This design comes from an exercise in tuning for small area and a short achievable clock period on the open sky130 flow, not from production work.
At most, simulation tests tie the RTL to the original design; equivalence was not proved.
Power and IR drop assume default switching activity.

Setup of before:
==> module data_mem_responder, before the edit <==
module data_mem_responder #(
    parameter int DATA_WIDTH  = 16,
    parameter int ADDR_WIDTH  = 8,
    parameter int WAIT_STATES = 2
) (
    input  logic                  clk,
    input  logic                  reset,
    input  logic                  mem_select,
    input  logic                  mem_read,
    input  logic [ADDR_WIDTH-1:0] addr,
    input  logic [DATA_WIDTH-1:0] wdata,
    output logic [DATA_WIDTH-1:0] rdata,
    output logic                  ready,
    output logic                  addr_error
);
    localparam bit ALIGN_CHECK = 1'b1;
    localparam int NWORDS = 2**(ADDR_WIDTH-1);
    logic [WAIT_STATES:0]  busy;
    logic                  idle;
    assign idle = ~(|busy) & ~ready;
    always_ff @(posedge clk) begin
        if (!reset) begin
            busy       <= '0;
            ready      <= 1'b0;
            addr_error <= 1'b0;
        end else begin
            busy       <= {busy[WAIT_STATES-1:0], mem_select & idle};
            ready      <= busy[WAIT_STATES] | (ready & mem_select);
            addr_error <= busy[WAIT_STATES] ? (ALIGN_CHECK & addr[0])
                                            : (addr_error & mem_select);
        end
    end
    logic [15:0]           lo_nq;      
    logic [7:0]            hi_nq;      
    logic [DATA_WIDTH-1:0] wdata_q;
    logic [7:0]            wr_hi_nq;
    always_ff @(posedge clk) begin
        for (int i = 0; i < 16; i++) lo_nq[i] <= (addr[4:1] != 4'(i));
        for (int j = 0; j < 8; j++)  hi_nq[j] <= (addr[7:5] != 3'(j));
        wdata_q <= wdata;
        for (int j = 0; j < 8; j++)
            wr_hi_nq[j] <= ~(reset & busy[0] & ~mem_read & ~(ALIGN_CHECK & addr[0])
                             & (addr[7:5] == 3'(j)));
    end
    logic [DATA_WIDTH-1:0] ram [NWORDS];
    logic [NWORDS-1:0]     word_we;
    logic [NWORDS-1:0]     rd_sel;
    logic [NWORDS-1:0]     word_keep;
    for (genvar w = 0; w < NWORDS; w++) begin : g_word
        logic [DATA_WIDTH-1:0] nxt;
        assign word_we[w]   = ~(lo_nq[w % 16] | wr_hi_nq[w / 16]);
        assign word_keep[w] = ~word_we[w];
        assign rd_sel[w]    = ~(lo_nq[w % 16] | hi_nq[w / 16]);
        for (genvar b = 0; b < DATA_WIDTH; b++) begin : g_bit
            dmem_ao22 u_nxt (.a0(ram[w][b]), .b0(word_keep[w]), .a1(wdata_q[b]), .b1(word_we[w]),
                             .y(nxt[b]));
        end
        always_ff @(posedge clk) begin
            ram[w] <= nxt;
        end
    end
    logic [12*DATA_WIDTH-1:0] part;    
    logic [12*DATA_WIDTH-1:0] part_q;
    for (genvar b = 0; b < DATA_WIDTH; b++) begin : g_rbit
        logic [NWORDS-1:0] col;
        for (genvar w = 0; w < NWORDS; w++) begin : g_col
            assign col[w] = ram[w][b];
        end
        dmem_rd_bit u_rd (.sel(rd_sel), .d(col), .y(part[12*b +: 12]));
    end
    always_ff @(posedge clk) begin
        part_q <= part;
        for (int b = 0; b < DATA_WIDTH; b++)
            rdata[b] <= |part_q[12*b +: 12];
    end
endmodule
==> module dmem_rd_bit, before the edit <==
module dmem_rd_bit (
    input  logic [127:0] sel,
    input  logic [127:0] d,
    output logic [11:0]  y
);
    logic [42:0] t_n;    
    for (genvar k = 0; k < 42; k++) begin : g_t
        dmem_aoi222 u_t (.a0(sel[3*k]), .b0(d[3*k]), .a1(sel[3*k+1]), .b1(d[3*k+1]),
                         .a2(sel[3*k+2]), .b2(d[3*k+2]), .y(t_n[k]));
    end
    dmem_aoi22 u_t42 (.a0(sel[126]), .b0(d[126]), .a1(sel[127]), .b1(d[127]), .y(t_n[42]));
    for (genvar k = 0; k < 7; k++) begin : g_u4
        dmem_nand4 u_u (.a(t_n[4*k]), .b(t_n[4*k+1]), .c(t_n[4*k+2]), .d(t_n[4*k+3]), .y(y[k]));
    end
    for (genvar k = 0; k < 5; k++) begin : g_u3
        dmem_nand3 u_u (.a(t_n[28+3*k]), .b(t_n[28+3*k+1]), .c(t_n[28+3*k+2]), .y(y[7+k]));
    end
endmodule
clock: 6.0 ns
lec_check: 0
cap_margin: 20
core_margin: 2
core_utilization: 60
cts_cluster_diameter: 150
cts_cluster_size: 24
place_density: 0.7
setup_slack_margin: 3.5
slew_margin: 20
synth_hierarchical: 1
synth_minimum_keep_size: 0
run.sh (not shown) runs the stock make flow with config.mk's settings and CLKGATE_MAP_FILE= SYNTH_SCRIPT=/design/flow/synth_recipe.tcl, a recipe that flattens the netlist after the stock synthesis.
Edits applied to the flow inputs when going from before to after:
--- a/flow/design.v
+++ b/flow/design.v
@@ -29,68 +29,70 @@
             addr_error <= busy[WAIT_STATES] ? (ALIGN_CHECK & addr[0])
                                             : (addr_error & mem_select);
         end
     end
-    logic [15:0]           lo_nq;      
-    logic [7:0]            hi_nq;      
-    logic [DATA_WIDTH-1:0] wdata_q;
-    logic [7:0]            wr_hi_nq;
+    logic [15:0] lo_nq;      
+    logic [7:0]  hi_nq;      
+    logic        wr_q;       
     always_ff @(posedge clk) begin
         for (int i = 0; i < 16; i++) lo_nq[i] <= (addr[4:1] != 4'(i));
         for (int j = 0; j < 8; j++)  hi_nq[j] <= (addr[7:5] != 3'(j));
-        wdata_q <= wdata;
-        for (int j = 0; j < 8; j++)
-            wr_hi_nq[j] <= ~(reset & busy[0] & ~mem_read & ~(ALIGN_CHECK & addr[0])
-                             & (addr[7:5] == 3'(j)));
+        wr_q <= ~mem_read & ~(ALIGN_CHECK & addr[0]);
     end
     logic [DATA_WIDTH-1:0] ram [NWORDS];
+    logic [7:0]            wr_hi_n;
     logic [NWORDS-1:0]     word_we;
     logic [NWORDS-1:0]     rd_sel;
+    assign wr_hi_n = hi_nq | ~{8{busy[1] & wr_q & reset}};
     logic [NWORDS-1:0]     word_keep;
     for (genvar w = 0; w < NWORDS; w++) begin : g_word
         logic [DATA_WIDTH-1:0] nxt;
-        assign word_we[w]   = ~(lo_nq[w % 16] | wr_hi_nq[w / 16]);
+        assign word_we[w]   = ~(lo_nq[w % 16] | wr_hi_n[w / 16]);
         assign word_keep[w] = ~word_we[w];
         assign rd_sel[w]    = ~(lo_nq[w % 16] | hi_nq[w / 16]);
         for (genvar b = 0; b < DATA_WIDTH; b++) begin : g_bit
-            dmem_ao22 u_nxt (.a0(ram[w][b]), .b0(word_keep[w]), .a1(wdata_q[b]), .b1(word_we[w]),
+            dmem_ao22 u_nxt (.a0(ram[w][b]), .b0(word_keep[w]), .a1(wdata[b]), .b1(word_we[w]),
                              .y(nxt[b]));
         end
         always_ff @(posedge clk) begin
             ram[w] <= nxt;
         end
     end
-    logic [12*DATA_WIDTH-1:0] part;    
-    logic [12*DATA_WIDTH-1:0] part_q;
+    logic [6*DATA_WIDTH-1:0] part_n;    
+    logic [6*DATA_WIDTH-1:0] part_nq;
     for (genvar b = 0; b < DATA_WIDTH; b++) begin : g_rbit
         logic [NWORDS-1:0] col;
         for (genvar w = 0; w < NWORDS; w++) begin : g_col
             assign col[w] = ram[w][b];
         end
-        dmem_rd_bit u_rd (.sel(rd_sel), .d(col), .y(part[12*b +: 12]));
+        dmem_rd_bit u_rd (.sel(rd_sel), .d(col), .y_n(part_n[6*b +: 6]));
     end
     always_ff @(posedge clk) begin
-        part_q <= part;
+        part_nq <= part_n;
         for (int b = 0; b < DATA_WIDTH; b++)
-            rdata[b] <= |part_q[12*b +: 12];
+            rdata[b] <= ~(&part_nq[6*b +: 6]);
     end
 endmodule
 module dmem_rd_bit (
     input  logic [127:0] sel,
     input  logic [127:0] d,
-    output logic [11:0]  y
+    output logic [5:0]   y_n
 );
     logic [42:0] t_n;    
+    logic [11:0] u;      
     for (genvar k = 0; k < 42; k++) begin : g_t
         dmem_aoi222 u_t (.a0(sel[3*k]), .b0(d[3*k]), .a1(sel[3*k+1]), .b1(d[3*k+1]),
                          .a2(sel[3*k+2]), .b2(d[3*k+2]), .y(t_n[k]));
     end
     dmem_aoi22 u_t42 (.a0(sel[126]), .b0(d[126]), .a1(sel[127]), .b1(d[127]), .y(t_n[42]));
     for (genvar k = 0; k < 7; k++) begin : g_u4
-        dmem_nand4 u_u (.a(t_n[4*k]), .b(t_n[4*k+1]), .c(t_n[4*k+2]), .d(t_n[4*k+3]), .y(y[k]));
+        dmem_nand4 u_u (.a(t_n[4*k]), .b(t_n[4*k+1]), .c(t_n[4*k+2]), .d(t_n[4*k+3]), .y(u[k]));
     end
     for (genvar k = 0; k < 5; k++) begin : g_u3
-        dmem_nand3 u_u (.a(t_n[28+3*k]), .b(t_n[28+3*k+1]), .c(t_n[28+3*k+2]), .y(y[7+k]));
+        dmem_nand3 u_u (.a(t_n[28+3*k]), .b(t_n[28+3*k+1]), .c(t_n[28+3*k+2]), .y(u[7+k]));
+    end
+    for (genvar k = 0; k < 6; k++) begin : g_v
+        dmem_nor2 u_v (.a(u[2*k]), .b(u[2*k+1]), .y(y_n[k]));
     end
 endmodule
 module dmem_aoi222 (
     input  logic a0, b0, a1, b1, a2, b2,
@@ -115,8 +117,14 @@
     output logic y
 );
     assign y = ~(a & b & c);
 endmodule
+module dmem_nor2 (
+    input  logic a, b,
+    output logic y
+);
+    assign y = ~(a | b);
+endmodule
 module dmem_ao22 (
     input  logic a0, b0, a1, b1,
     output logic y
 );
Notes after the runs:
Row compound-cell area share of the yosys netlist: after higher / before lower
after: quantity of gates resized following cts is 90% higher than what before reported.
after vs before: post-place instance area down by a few percent
For before, the master of the slowest instance on the critical path was dfxtp_4, unlike after, where it was a222oi_1.
Comparing before and after, the lower number of tap instances was measured on after.
Delta (after minus before): gate count of the mapped netlist now sits at about the same level; total of clock buffers placed in the layout down about 10%; static power due to leakage fell by 0.85 nW.
Total power draw up about 2.4% in after wrt before
The RTL of before was laid out without a check of its function.

[what the ideal ports hide]
Ports are ideal in the flow. The routed layouts listed here were re-timed in OpenROAD.
Step 1 assumes that a clkbuf_16 drives the clock port and a buf_2 every other input.
Step 2 moves the port delays by t, midway between the first and last clock arrival at a register: inputs arrive t later, outputs are due t later. That takes back most of the time a late clock gives input paths.
a / b / c = ideal / step 1 / step 2; a / b = the first two.
| run | shift t [ns] | setup slack, ns | worst setup path at the end | latest minus earliest clock arrival (ns) |
|---|---|---|---|---|
| before | 0.824 | 3.530 / 3.450 / 3.323 | input to register | 0.032 / 0.032 |
| after | 0.803 | 3.364 / 3.364 / 2.674 | input to register | 0.034 / 0.035 |
After both steps setup and hold are still met in every run listed. For after, which loses most, drivers alone change the setup slack by 0.000 ns; drivers and shift together by -0.690 ns.
